Background: an optimization exercise with open tools, aiming at small area. Do not read the settings as production practice. The RTL was checked by simulation tests, not by an equivalence proof against the original design. Power and IR drop assume default switching activity.

// s64_core
module s64_core (
    input  logic                clk_i,
    input  logic                rst_i,
    input  logic                ack_i,
    input  logic [64-1:0]  dat_i,
    output logic [61-1:0] adr_o,
    output logic                cyc_o,
    output logic                we_o,
    output logic                vpa_o,
    output logic [64-1:0]  dat_o
);
    logic                slot_valid;
    logic [3:0]          opcode;
    logic [64-1:0]  operand;
    logic                commit;
    logic [64-1:0]  rdata;
    logic                mem_req;
    logic                mem_we;
    logic [61-1:0] mem_adr;
    logic [64-1:0]  mem_wdat;
    logic                tos_nonzero;
    instr_sequencer u_seq (
        .clk_i        (clk_i),
        .rst_i        (rst_i),
        .ack_i        (ack_i),
        .dat_i        (dat_i),
        .adr_o        (adr_o),
        .cyc_o        (cyc_o),
        .we_o         (we_o),
        .vpa_o        (vpa_o),
        .dat_o        (dat_o),
        .slot_valid_o (slot_valid),
        .opcode_o     (opcode),
        .operand_o    (operand),
        .commit_o     (commit),
        .rdata_o      (rdata),
        .mem_req_i    (mem_req),
        .mem_we_i     (mem_we),
        .mem_adr_i    (mem_adr),
        .mem_wdat_i   (mem_wdat),
        .tos_nonzero_i(tos_nonzero)
    );
    exec_unit u_exec (
        .clk_i        (clk_i),
        .rst_i        (rst_i),
  ...
export LEC_CHECK = 0
export CAP_MARGIN = 20
export CORE_MARGIN = 2
export CORE_UTILIZATION = 40
export CTS_CLUSTER_DIAMETER = 100
export CTS_CLUSTER_SIZE = 20
export SLEW_MARGIN = 20
create_clock -name core_clock -period 10.0 [get_ports {clk_i}]
standard.sh (not shown) runs the stock make flow with config.mk's settings and CLKGATE_MAP_FILE= SYNTH_SCRIPT=/design/flow/synth_recipe.tcl, a recipe that flattens the netlist after the stock synthesis.
==> flow/flow/run.sh <==
#!/bin/bash
# Own layout flow: the standard layout (standard.sh), with three changes.
#  - Synthesis is ORFS's synthesis exactly as synth_recipe.tcl runs it, except
#    that the combinational logic is mapped with an area-oriented ABC script
#    (flow/abc_area.script) and without the full/half-adder extraction.
#    Registers (names, count, cell types) come from the same steps as the
#    standard synthesis, which all run before ABC.
#  - Ports are buffered with sky130_fd_sc_hd__buf_1.
#  - Clock tree synthesis clusters up to 20 sinks within 100 um and inserts
#    no dummy loads.
# Each tool writes its full output to its own log under orfs/logs; make's
# output goes to flow_make.log in this folder.
set -euo pipefail
W=$(pwd)
sed 's#log_cmd abc {\*}$abc_args#log_cmd abc -script '"$W"'/flow/abc_area.script {*}$lib_args {*}$lib_dont_use_args -constr $::env(OBJECTS_DIR)/abc.constr -D 10000#' \
    "$FLOW_HOME/scripts/synth.tcl" > "$W/own_synth_body.tcl"
grep -q "flow/abc_area.script" "$W/own_synth_body.tcl"
sed 's#source $::env(SCRIPTS_DIR)/synth.tcl#source '"$W"'/own_synth_body.tcl#' \
    "$W/synth_recipe.tcl" > "$W/own_synth.tcl"
grep -q "own_synth_body.tcl" "$W/own_synth.tcl"
bash "$W/standard.sh" SYNTH_SCRIPT="$W/own_synth.tcl" ADDER_MAP_FILE= \
    BUFFER_PORTS_ARGS="-buffer_cell sky130_fd_sc_hd__buf_1" \
    CTS_ARGS="-sink_clustering_enable -repair_clock_nets -sink_clustering_size 20 -sink_clustering_max_diameter 100 -dont_use_dummy_load" \
    finish > "$W/flow_make.log" 2>&1
test -f "$W/out/final.def"
==> flow/flow/abc_area.script <==
&get -n
&st
&dch -f
&nf -R 1000
&put
topo
stime -c
Next try:
==> flow/run.sh (new file) <==
#!/bin/bash
# synth_recipe.tcl (not shown) runs the flow's synth.tcl, then flattens the netlist and writes it again
# the make line also repeats each setting of config.mk as NAME=value (left out here)
make -C /OpenROAD-flow-scripts/flow DESIGN_CONFIG=/design/flow/config.mk WORK_HOME=/design/flow/orfs CLKGATE_MAP_FILE= SYNTH_SCRIPT=/design/flow/synth_recipe.tcl finish
removed: flow/flow/run.sh
removed: flow/flow/abc_area.script
removed: flow/standard.sh
What happened: Fmax drops by a few percent; setup slack gets worse by 0.23 ns; die area is higher by roughly a tenth; clock power climbs by a little under a tenth.
Next try:
==> flow/flow/run.sh (new file) <==
#!/bin/bash
# Own layout flow: the standard layout (standard.sh), with three changes.
#  - Synthesis is ORFS's synthesis exactly as synth_recipe.tcl runs it, except
#    that the combinational logic is mapped with an area-oriented ABC script
#    (flow/abc_area.script) and without the full/half-adder extraction.
#    Registers (names, count, cell types) come from the same steps as the
#    standard synthesis, which all run before ABC.
#  - Ports are buffered with sky130_fd_sc_hd__buf_1.
#  - Clock tree synthesis clusters up to 26 sinks within 100 um and inserts
#    no dummy loads.
# Each tool writes its full output to its own log under orfs/logs; make's
# output goes to flow_make.log in this folder.
set -euo pipefail
W=$(pwd)
sed 's#log_cmd abc {\*}$abc_args#log_cmd abc -script '"$W"'/flow/abc_area.script {*}$lib_args {*}$lib_dont_use_args -constr $::env(OBJECTS_DIR)/abc.constr -D 10000#' \
    "$FLOW_HOME/scripts/synth.tcl" > "$W/own_synth_body.tcl"
grep -q "flow/abc_area.script" "$W/own_synth_body.tcl"
sed 's#source $::env(SCRIPTS_DIR)/synth.tcl#source '"$W"'/own_synth_body.tcl#' \
    "$W/synth_recipe.tcl" > "$W/own_synth.tcl"
grep -q "own_synth_body.tcl" "$W/own_synth.tcl"
bash "$W/standard.sh" SYNTH_SCRIPT="$W/own_synth.tcl" ADDER_MAP_FILE= \
    BUFFER_PORTS_ARGS="-buffer_cell sky130_fd_sc_hd__buf_1" \
    CTS_ARGS="-sink_clustering_enable -repair_clock_nets -sink_clustering_size 26 -sink_clustering_max_diameter 100 -dont_use_dummy_load" \
    finish > "$W/flow_make.log" 2>&1
test -f "$W/out/final.def"
==> flow/flow/abc_area.script (new file) <==
&get -n
&st
&dch -f
&nf -R 1000
&put
topo
stime -c
==> flow/standard.sh (new file) <==
#!/bin/bash
# synth_recipe.tcl (not shown) runs the flow's synth.tcl, then flattens the netlist and writes it again
# the make line also repeats each setting of config.mk as NAME=value (left out here)
make -C /OpenROAD-flow-scripts/flow DESIGN_CONFIG=/design/flow/config.mk WORK_HOME=/design/flow/orfs CLKGATE_MAP_FILE= SYNTH_SCRIPT=/design/flow/synth_recipe.tcl "${@:-finish}"
- CTS_CLUSTER_SIZE: 20 -> 26
removed: flow/run.sh
Power falls by 16%.
Routed wire length decreases by 11%.
Via count shrinks by 7.5%.
Register-to-register slack got worse by 1.5 ns.
Die area went down by 10%.
Fmax climbs by 2.7%.
Combinational power goes down by 35%.
Next try:
--- a/flow/flow/run.sh
+++ b/flow/flow/run.sh
@@ -7,5 +7,5 @@
 #    standard synthesis, which all run before ABC.
 #  - Ports are buffered with sky130_fd_sc_hd__buf_1.
-#  - Clock tree synthesis clusters up to 26 sinks within 100 um and inserts
+#  - Clock tree synthesis clusters up to 20 sinks within 100 um and inserts
 #    no dummy loads.
 # Each tool writes its full output to its own log under orfs/logs; make's
@@ -21,5 +21,5 @@
 bash "$W/standard.sh" SYNTH_SCRIPT="$W/own_synth.tcl" ADDER_MAP_FILE= \
     BUFFER_PORTS_ARGS="-buffer_cell sky130_fd_sc_hd__buf_1" \
-    CTS_ARGS="-sink_clustering_enable -repair_clock_nets -sink_clustering_size 26 -sink_clustering_max_diameter 100 -dont_use_dummy_load" \
+    CTS_ARGS="-sink_clustering_enable -repair_clock_nets -sink_clustering_size 20 -sink_clustering_max_diameter 100 -dont_use_dummy_load" \
     finish > "$W/flow_make.log" 2>&1
 test -f "$W/out/final.def"
- CAP_MARGIN: 20 -> 5
- CTS_CLUSTER_SIZE: 26 -> 20
- SLEW_MARGIN: 20 -> 5
Global-route usage is about the same.
Power went up by 2.8%.
Count of clock-buffer cells in the layout went up by 10.
Non-clock buffer count went down by 2.
Worst hold slack is about the same.

* * *

Another version of the RTL of s64_core (not shown whole).
Size in the first run: about 860 flip-flops, about 38000 sq um of cells after synthesis.
==> flow/config.mk <==
export PLATFORM = sky130hd
export DESIGN_NAME = s64_core
export DESIGN_NICKNAME = s64_core
export VERILOG_FILES = /design/flow/design.v
export SDC_FILE = /design/flow/constraint.sdc
export NUM_CORES = 4
export LEC_CHECK = 0
export CAP_MARGIN = 20
export CORE_MARGIN = 2
export CORE_UTILIZATION = 40
export CTS_CLUSTER_DIAMETER = 100
export CTS_CLUSTER_SIZE = 20
export SLEW_MARGIN = 20
==> flow/constraint.sdc <==
create_clock -name core_clock -period 10.0 [get_ports {clk_i}]
set_input_delay 2.0000 -clock core_clock [delete_from_list [all_inputs] [get_ports {clk_i}]]
set_output_delay 2.0000 -clock core_clock [all_outputs]
set_load 0.01 [all_outputs]
==> flow/flow/run.sh <==
#!/bin/bash
# Own layout flow: the standard layout (standard.sh), with three changes.
#  - Synthesis is ORFS's synthesis exactly as synth_recipe.tcl runs it, except
#    that the combinational logic is mapped with an area-oriented ABC script
#    (flow/abc_area.script) and without the full/half-adder extraction.
#    Registers (names, count, cell types) come from the same steps as the
#    standard synthesis, which all run before ABC.
#  - Ports are buffered with sky130_fd_sc_hd__buf_1.
#  - Clock tree synthesis clusters up to 20 sinks within 100 um and inserts
#    no dummy loads.
# Each tool writes its full output to its own log under orfs/logs; make's
# output goes to flow_make.log in this folder.
set -euo pipefail
W=$(pwd)
sed 's#log_cmd abc {\*}$abc_args#log_cmd abc -script '"$W"'/flow/abc_area.script {*}$lib_args {*}$lib_dont_use_args -constr $::env(OBJECTS_DIR)/abc.constr -D 10000#' \
    "$FLOW_HOME/scripts/synth.tcl" > "$W/own_synth_body.tcl"
grep -q "flow/abc_area.script" "$W/own_synth_body.tcl"
sed 's#source $::env(SCRIPTS_DIR)/synth.tcl#source '"$W"'/own_synth_body.tcl#' \
    "$W/synth_recipe.tcl" > "$W/own_synth.tcl"
grep -q "own_synth_body.tcl" "$W/own_synth.tcl"
bash "$W/standard.sh" SYNTH_SCRIPT="$W/own_synth.tcl" ADDER_MAP_FILE= \
    BUFFER_PORTS_ARGS="-buffer_cell sky130_fd_sc_hd__buf_1" \
    CTS_ARGS="-sink_clustering_enable -repair_clock_nets -sink_clustering_size 20 -sink_clustering_max_diameter 100 -dont_use_dummy_load" \
    finish > "$W/flow_make.log" 2>&1
test -f "$W/out/final.def"
==> flow/flow/abc_area.script <==
&get -n
&st
&dch
&nf -R 1000
&put
topo
stime -c
Then changed:
==> flow/flow/abc_area.script (replaced) <==
&get -n
&st
&dch -f
&nf -R 1000
&put
topo
stime -c
--- a/flow/config.mk
+++ b/flow/config.mk
@@ -9,5 +9,6 @@
 export CORE_MARGIN = 2
-export CORE_UTILIZATION = 40
+export CORE_UTILIZATION = 60
 export CTS_CLUSTER_DIAMETER = 100
 export CTS_CLUSTER_SIZE = 20
+export PLACE_DENSITY = 0.7
 export SLEW_MARGIN = 20
Final cell count shrinks by a few percent; synthesized area shrinks slightly; die area shrinks by a quarter to a third; clock-buffer cell count is unchanged; power grows by a few percent; core utilization grows by 22 points.
Then changed:
==> flow/run.sh (new file) <==
#!/bin/bash
# synth_recipe.tcl (not shown) runs the flow's synth.tcl, then flattens the netlist and writes it again
# the make line also repeats each setting of config.mk as NAME=value (left out here)
make -C /OpenROAD-flow-scripts/flow DESIGN_CONFIG=/design/flow/config.mk WORK_HOME=/design/flow/orfs CLKGATE_MAP_FILE= SYNTH_SCRIPT=/design/flow/synth_recipe.tcl finish
--- a/flow/config.mk
+++ b/flow/config.mk
@@ -9,6 +9,5 @@
 export CORE_MARGIN = 2
-export CORE_UTILIZATION = 60
+export CORE_UTILIZATION = 40
 export CTS_CLUSTER_DIAMETER = 100
 export CTS_CLUSTER_SIZE = 20
-export PLACE_DENSITY = 0.7
 export SLEW_MARGIN = 20
removed: flow/flow/run.sh
removed: flow/flow/abc_area.script
removed: flow/standard.sh
Die area went up by 68%.
Sequential power went up by 12%.
Worst setup slack gets better by 0.78 ns.
Power went up by 30%.
Clock power went up by about 9%.
Non-clock buffer count went up by 13.
Wire length went up by 19%.
Hold slack gets worse by 0.017 ns.
Clock-buffer cell count went up by 9.

static timing again, ports no longer ideal:
Ports are ideal in the flow. The routed layouts listed here were re-timed in OpenROAD.
Step 1: set_driving_cell puts a clkbuf_16 on clk_i and a buf_2 on each other input, an assumption about the parent block.
Step 2 moves the port delays by t, midway between the first and last clock arrival at a register: inputs arrive t later, outputs are due t later. That takes back most of the time a late clock gives input paths.
a / b / c = ideal / step 1 / step 2; a / b = the first two.
| run | t (ns) | setup slack, ns | worst setup path at the end |
|---|---|---|---|
| the first run of note 1 | 0.689 | 0.778 / 0.704 / 1.393 | register to output |
| the second run of note 1 | 0.724 | 0.548 / 0.471 / 1.195 | register to output |
| the third run of note 1 | 0.685 | 0.797 / 0.724 / 1.409 | register to output |
| the fourth run of note 1 | 0.686 | 0.797 / 0.723 / 1.410 | register to output |
| the first run of note 2 | 0.699 | 0.748 / 0.674 / 1.373 | register to output |
| the second run of note 2 | 0.680 | 0.623 / 0.556 / 1.236 | register to output |
| the third run of note 2 | 0.750 | 1.401 / 1.327 / 2.077 | register to output |
After both steps every run listed still meets setup and hold.
